Background: an optimization exercise with open tools, aiming at a short achievable clock period and few clock cycles. Do not read the settings as production practice. Function was checked by simulation only, so behaviour that the tests miss may differ from the original. Power and IR drop assume default switching activity.

==> run X: inputs <==
## cpuCore
module cpuCore (
    input  logic            clk,
    input  logic            reset,
    input  cpuPkg::dataWord instrData,
    input  cpuPkg::dataWord dataRData,
    output cpuPkg::dataWord instrAddr,
    output cpuPkg::dataWord dataAddr,
    output cpuPkg::dataWord dataWData,
    output logic            dataWrite
);
Settings: LEC_CHECK=0, CAP_MARGIN=20, CORE_MARGIN=2, CORE_UTILIZATION=20, SETUP_SLACK_MARGIN=5, SLEW_MARGIN=20; clock period 10.0 ns.
run.sh (not shown) runs the stock make flow with config.mk's settings and CLKGATE_MAP_FILE= SYNTH_SCRIPT=/design/flow/synth_recipe.tcl, a recipe that flattens the netlist after the stock synthesis.
==> inputs of run Z, as changes to run X <==
--- a/flow/design.v
+++ b/flow/design.v
@@ -53,28 +53,50 @@
     output cpuPkg::dataWord dataWData,
     output logic            dataWrite
 );
     typedef logic [31:0] word;
     typedef logic [4:0] ridx;
-    word pc, prevPc;
+    function automatic word ksAdd(word a, word b, logic cin);
+        word p, g, pp, gg, np, ng;
+        p = a ^ b;
+        g = a & b;
+        gg = g;
+        gg[0] = g[0] | (p[0] & cin);
+        pp = p;
+        for (int d = 1; d < 32; d = d * 2) begin
+            for (int i = 0; i < 32; i++) begin
+                if (i >= d) begin
+                    ng[i] = gg[i] | (pp[i] & gg[i-d]);
+                    np[i] = pp[i] & pp[i-d];
+                end else begin
+                    ng[i] = gg[i];
+                    np[i] = pp[i];
+                end
+            end
+            gg = ng;
+            pp = np;
+        end
+        ksAdd = p ^ {gg[30:0], cin};
+    endfunction
+    word pc, pcNext, pcLook, prevPc, prevPc4;
     logic fv;                        
     logic fetchP, pendV;             
     word fetchT, pendT;
     logic skidFull, skidV, skidP;
-    word skid, skidPc, skidT;
+    word skid, skidPc, skidPc4, skidT;
     logic irV, irP;
-    word ir, irPc, irT;
+    word ir, irPc, irPc4, irT;
     logic exLoad, exStore, exBr, exBne, exJr, exJal, exPred, exBtb;
     word exPc, exTgt;
     logic exAnd, exOr, exSlt;
     ridx exDest;
     word exA, exB, exC, exAlt;
     logic exAX, exAM, exAR, exBX, exBM, exBR, exCX, exCM, exCR, exCtl, exInv, exAddSub, exNeg;
     logic [8:0] exSel;
     ridx mDest, wDest, rDest;
     logic mLoad, mStore, wLoad;
-    word mResult, mWData, wResult, rVal;
+    word mResult, mAddr, mWData, wResult, rVal;
     logic stall, kill, dRedirect;
     word killTarget, dTarget;
     logic [5:0] opcode, funct;
     ridx rs, rt, rd;
     word sImm, zImm, pc4, pc8, brTarget, jTarget;
@@ -111,13 +133,13 @@
         dDest = '0;
         if (isAlu3) dDest = rd;
         else if (isAddiu || isOri || isLui || isLw) dDest = rt;
         else if (isJal) dDest = 5'd31;
     end
-    assign pc4 = irPc + 32'd4;
-    assign pc8 = irPc + 32'd8;
-    assign brTarget = pc4 + {sImm[29:0], 2'b00};
+    assign pc4 = irPc4;
+    assign pc8 = irPc4 + 32'd4;
+    assign brTarget = ksAdd(irPc4, {sImm[29:0], 2'b00}, 1'b0);
     assign jTarget  = {pc4[31:28], ir[25:0], 2'b00};
     regFile regs (
         .clk(clk),
         .reset(reset),
         .readAddrA(rs),
@@ -174,11 +196,11 @@
     logic insReq, insRet;
     word insKey, insT;
     always_comb begin
         hitT = '0;
         for (int i = 0; i < nBtb; i++) begin
-            bHit[i] = bV[i] && bKey[i] == pc;
+            bHit[i] = bV[i] && bKey[i] == pcLook;
             hitT = hitT | ({32{bHit[i]}} & bT[i]);
         end
         hit = |bHit;
         hitRet = |(bHit & bRet);
     end
@@ -192,20 +214,32 @@
             bT[bPtr] <= insT;
             bRet[bPtr] <= insRet;
             bPtr <= bPtr + 3'd1;
         end
     end
-    word inW, inPc, inT;
+    word inW, inPc, inPc4, inT;
     logic inV, inP;
     assign inW  = skidFull ? skid : instrData;
     assign inV  = skidFull ? skidV : fv;
     assign inPc = skidFull ? skidPc : prevPc;
+    assign inPc4 = skidFull ? skidPc4 : prevPc4;
     assign inP  = skidFull ? skidP : fetchP;
     assign inT  = skidFull ? skidT : fetchT;
     assign instrAddr = pc;
+    always_comb begin
+        if (kill) pcNext = killTarget;
+        else if (stall) pcNext = pc;
+        else if (dRedirect) pcNext = dTarget;
+        else if (pendV) pcNext = pendT;
+        else pcNext = pc + 32'd4;
+    end
+    always_ff @(posedge clk) begin
+        pcLook <= pcNext;
+    end
     always_ff @(posedge clk) begin
         prevPc <= pc;
+        prevPc4 <= pc + 32'd4;
         fetchT <= hitRet ? rasTop : hitT;
         if (!pendV) pendT <= hitRet ? rasTop : hitT;
         if (reset) begin
             pc <= cpuPkg::resetPc;
             fv <= 1'b0;
@@ -213,30 +247,28 @@
             skidFull <= 1'b0;
             skidV <= 1'b0;
             pendV <= 1'b0;
             fetchP <= 1'b0;
         end else begin
-            if (kill) pc <= killTarget;
-            else if (stall) pc <= pc;
-            else if (dRedirect) pc <= dTarget;
-            else if (pendV) pc <= pendT;
-            else pc <= pc + 32'd4;
+            pc <= pcNext;
             fv <= !(kill || (!stall && dRedirect));
             fetchP <= !kill && !stall && !dRedirect && !pendV && hit;
             if (kill || (!stall && (dRedirect || pendV))) pendV <= 1'b0;
             else if (!stall) pendV <= hit;
             if (!stall) begin
                 ir <= inW;
                 irPc <= inPc;
+                irPc4 <= inPc4;
                 irV <= inV && !kill;
                 irP <= inP;
                 irT <= inT;
                 skidFull <= 1'b0;
             end else begin
                 if (!skidFull) begin
                     skid <= instrData;
                     skidPc <= prevPc;
+                    skidPc4 <= prevPc4;
                     skidV <= fv && !kill;
                     skidP <= fetchP;
                     skidT <= fetchT;
                 end else if (kill) begin
                     skidV <= 1'b0;
@@ -305,32 +337,10 @@
     word opA, opB, opC, sum, aluOut;
     logic eq, lt, taken;
     assign opA = ({32{exAX}} & exA) | ({32{exAM}} & mResult) | ({32{exAR}} & rVal);
     assign opB = ({32{exBX}} & exB) | ({32{exBM}} & mResult) | ({32{exBR}} & rVal);
     assign opC = ({32{exCX}} & exC) | ({32{exCM}} & mResult) | ({32{exCR}} & rVal);
-    function automatic word ksAdd(word a, word b, logic cin);
-        word p, g, pp, gg, np, ng;
-        p = a ^ b;
-        g = a & b;
-        gg = g;
-        gg[0] = g[0] | (p[0] & cin);
-        pp = p;
-        for (int d = 1; d < 32; d = d * 2) begin
-            for (int i = 0; i < 32; i++) begin
-                if (i >= d) begin
-                    ng[i] = gg[i] | (pp[i] & gg[i-d]);
-                    np[i] = pp[i] & pp[i-d];
-                end else begin
-                    ng[i] = gg[i];
-                    np[i] = pp[i];
-                end
-            end
-            gg = ng;
-            pp = np;
-        end
-        ksAdd = p ^ {gg[30:0], cin};
-    endfunction
     assign sum = ksAdd(opA, opB ^ {32{exNeg}}, exNeg);
     assign lt  = (opA[31] != opB[31]) ? opA[31] : sum[31];
     assign aluOut = ({32{exAddSub}} & sum) | ({32{exAnd}} & (opA & opB)) |
                     ({32{exOr}} & (opA | opB)) | {31'b0, exSlt && lt};
     logic [8:0] eqs;
@@ -350,17 +360,18 @@
             mDest <= exDest;
             mLoad <= exLoad;
             mStore <= exStore;
         end
         mResult <= aluOut;
+        mAddr <= sum;
         insReq <= !reset && !exBtb && ((exBr && taken) || exJal || exJr);
         insKey <= exPc;
         insT <= exTgt;
         insRet <= exJr;
         mWData <= opC;
     end
-    assign dataAddr  = mResult;
+    assign dataAddr  = mAddr;
     assign dataWData = mWData;
     assign dataWrite = mStore;
     always_ff @(posedge clk) begin
         if (reset) begin
             wDest <= '0;
==> flow/flow/run.sh (new file) <==
#!/bin/bash
# The standard layout (same synthesis, floorplan, constraints and steps), with a larger
# setup margin for ORFS's timing repair so that it keeps shortening the critical paths
# beyond the 10 ns constraint. Make's full output goes to make.log in this folder; ORFS
# also keeps each step's log under orfs/logs/.
set -euo pipefail
bash standard.sh SETUP_SLACK_MARGIN=7.5 finish > make.log 2>&1
==> flow/standard.sh (new file) <==
#!/bin/bash
# synth_recipe.tcl (not shown) runs the flow's synth.tcl, then flattens the netlist and writes it again
# the make line also repeats each setting of config.mk as NAME=value (left out here)
make -C /OpenROAD-flow-scripts/flow DESIGN_CONFIG=/design/flow/config.mk WORK_HOME=/design/flow/orfs CLKGATE_MAP_FILE= SYNTH_SCRIPT=/design/flow/synth_recipe.tcl "${@:-finish}"
--- a/flow/config.mk
+++ b/flow/config.mk
@@ -5,8 +5,8 @@
 export SDC_FILE = /design/flow/constraint.sdc
 export NUM_CORES = 4
 export LEC_CHECK = 0
 export CAP_MARGIN = 20
 export CORE_MARGIN = 2
-export CORE_UTILIZATION = 20
-export SETUP_SLACK_MARGIN = 5
+export CORE_UTILIZATION = 45
 export SLEW_MARGIN = 20
+export TNS_END_PERCENT = 10
removed: flow/run.sh
==> qor summary <==
item                                                                                   run Z               run X
Achievable Freq                                                                   0.2563 GHz          0.2016 GHz
Outcome                                                     no timing/DRC/antenna violations  no timing/DRC/antenna violations
Total of clock buffers placed in the layout                                              391                 321
Startpoint of the lowest-slack register-to-register path                        exAX$_DFF_P_   irPc[4]$_DFFE_PP_
Hold Crit Start                                                            exTgt[20]$_DFF_P_    exPc[29]$_DFF_P_
Seq cells post-synth                                                                    2624                2464
Pwr Density                                                                    185.6 nW/um^2       181.2 nW/um^2
Die ar.                                                                          271400 um^2         588500 um^2
Stages on the worst setup path                                                            11                  16
Mux cell area share after synthesis                                                   15.72%              15.56%
Seq/Total Area, Yosys                                                                 60.00%              58.66%
Via count of the routed design                                                        85.41k              75.10k
Synth Cell Area                                                                  120300 um^2         116500 um^2
Min Tclk post-route                                                                  3902 ps             4961 ps
Routed len/inst                                                                     36.82 um            25.48 um
Total routed wire length on the met1 layer                                         182100 um           172000 um
Clock Sink Count                                                                        2624                2464
Capture endpoint of the worst hold path                                     insT[20]$_DFF_P_  insKey[29]$_DFF_P_
Hold Worst Slack                                                                    322.0 ps            319.2 ps
Met2 capacity usage during global routing                                             47.04%              20.30%
Post-synthesis compound-gate area fraction                                            6.140%              6.484%
Total half-perimeter wirelength after legalization and detailed placement          281100 um           277000 um
Total clock buffers created by CTS                                                       292                 245
Count of non-filler cells in the finished layout                                      13.09k              16.34k
Fraction of final layout cells sized beyond drive strength 1                          33.41%              19.87%
Testbench counts of run X, summed over its fixed seeds: cycles 53,671.
Testbench counts of run Z, summed over its fixed seeds: cycles 53,671.

==> static timing again, ports no longer ideal <==
No port has a modelled driver above. Below, the same layouts with a new extraction and two added sets of constraints.
Step 1 assumes that a clkbuf_16 drives the clock port and a buf_2 every other input.
Step 2 moves the port delays by t, midway between the first and last clock arrival at a register: inputs arrive t later, outputs are due t later. That takes back most of the time a late clock gives input paths.
Three values: no drivers, after step 1, after step 2; two values: the first two.
run | t, ns | slack for setup (ns) | worst setup path at the end | clock arrival spread, ns | cell pins on the clock port's net
run X | 0.992 | 5.039 / 5.039 / 4.486 | input to register | 0.111 / 0.110 | 1
run Z | 1.002 | 6.098 / 6.098 / 5.475 | input to register | 0.067 / 0.067 | 1
After both steps setup and hold are still met in every run listed. The setup slack of run Z, which loses most, moves by 0.000 ns with the drivers and by -0.623 ns with both steps.
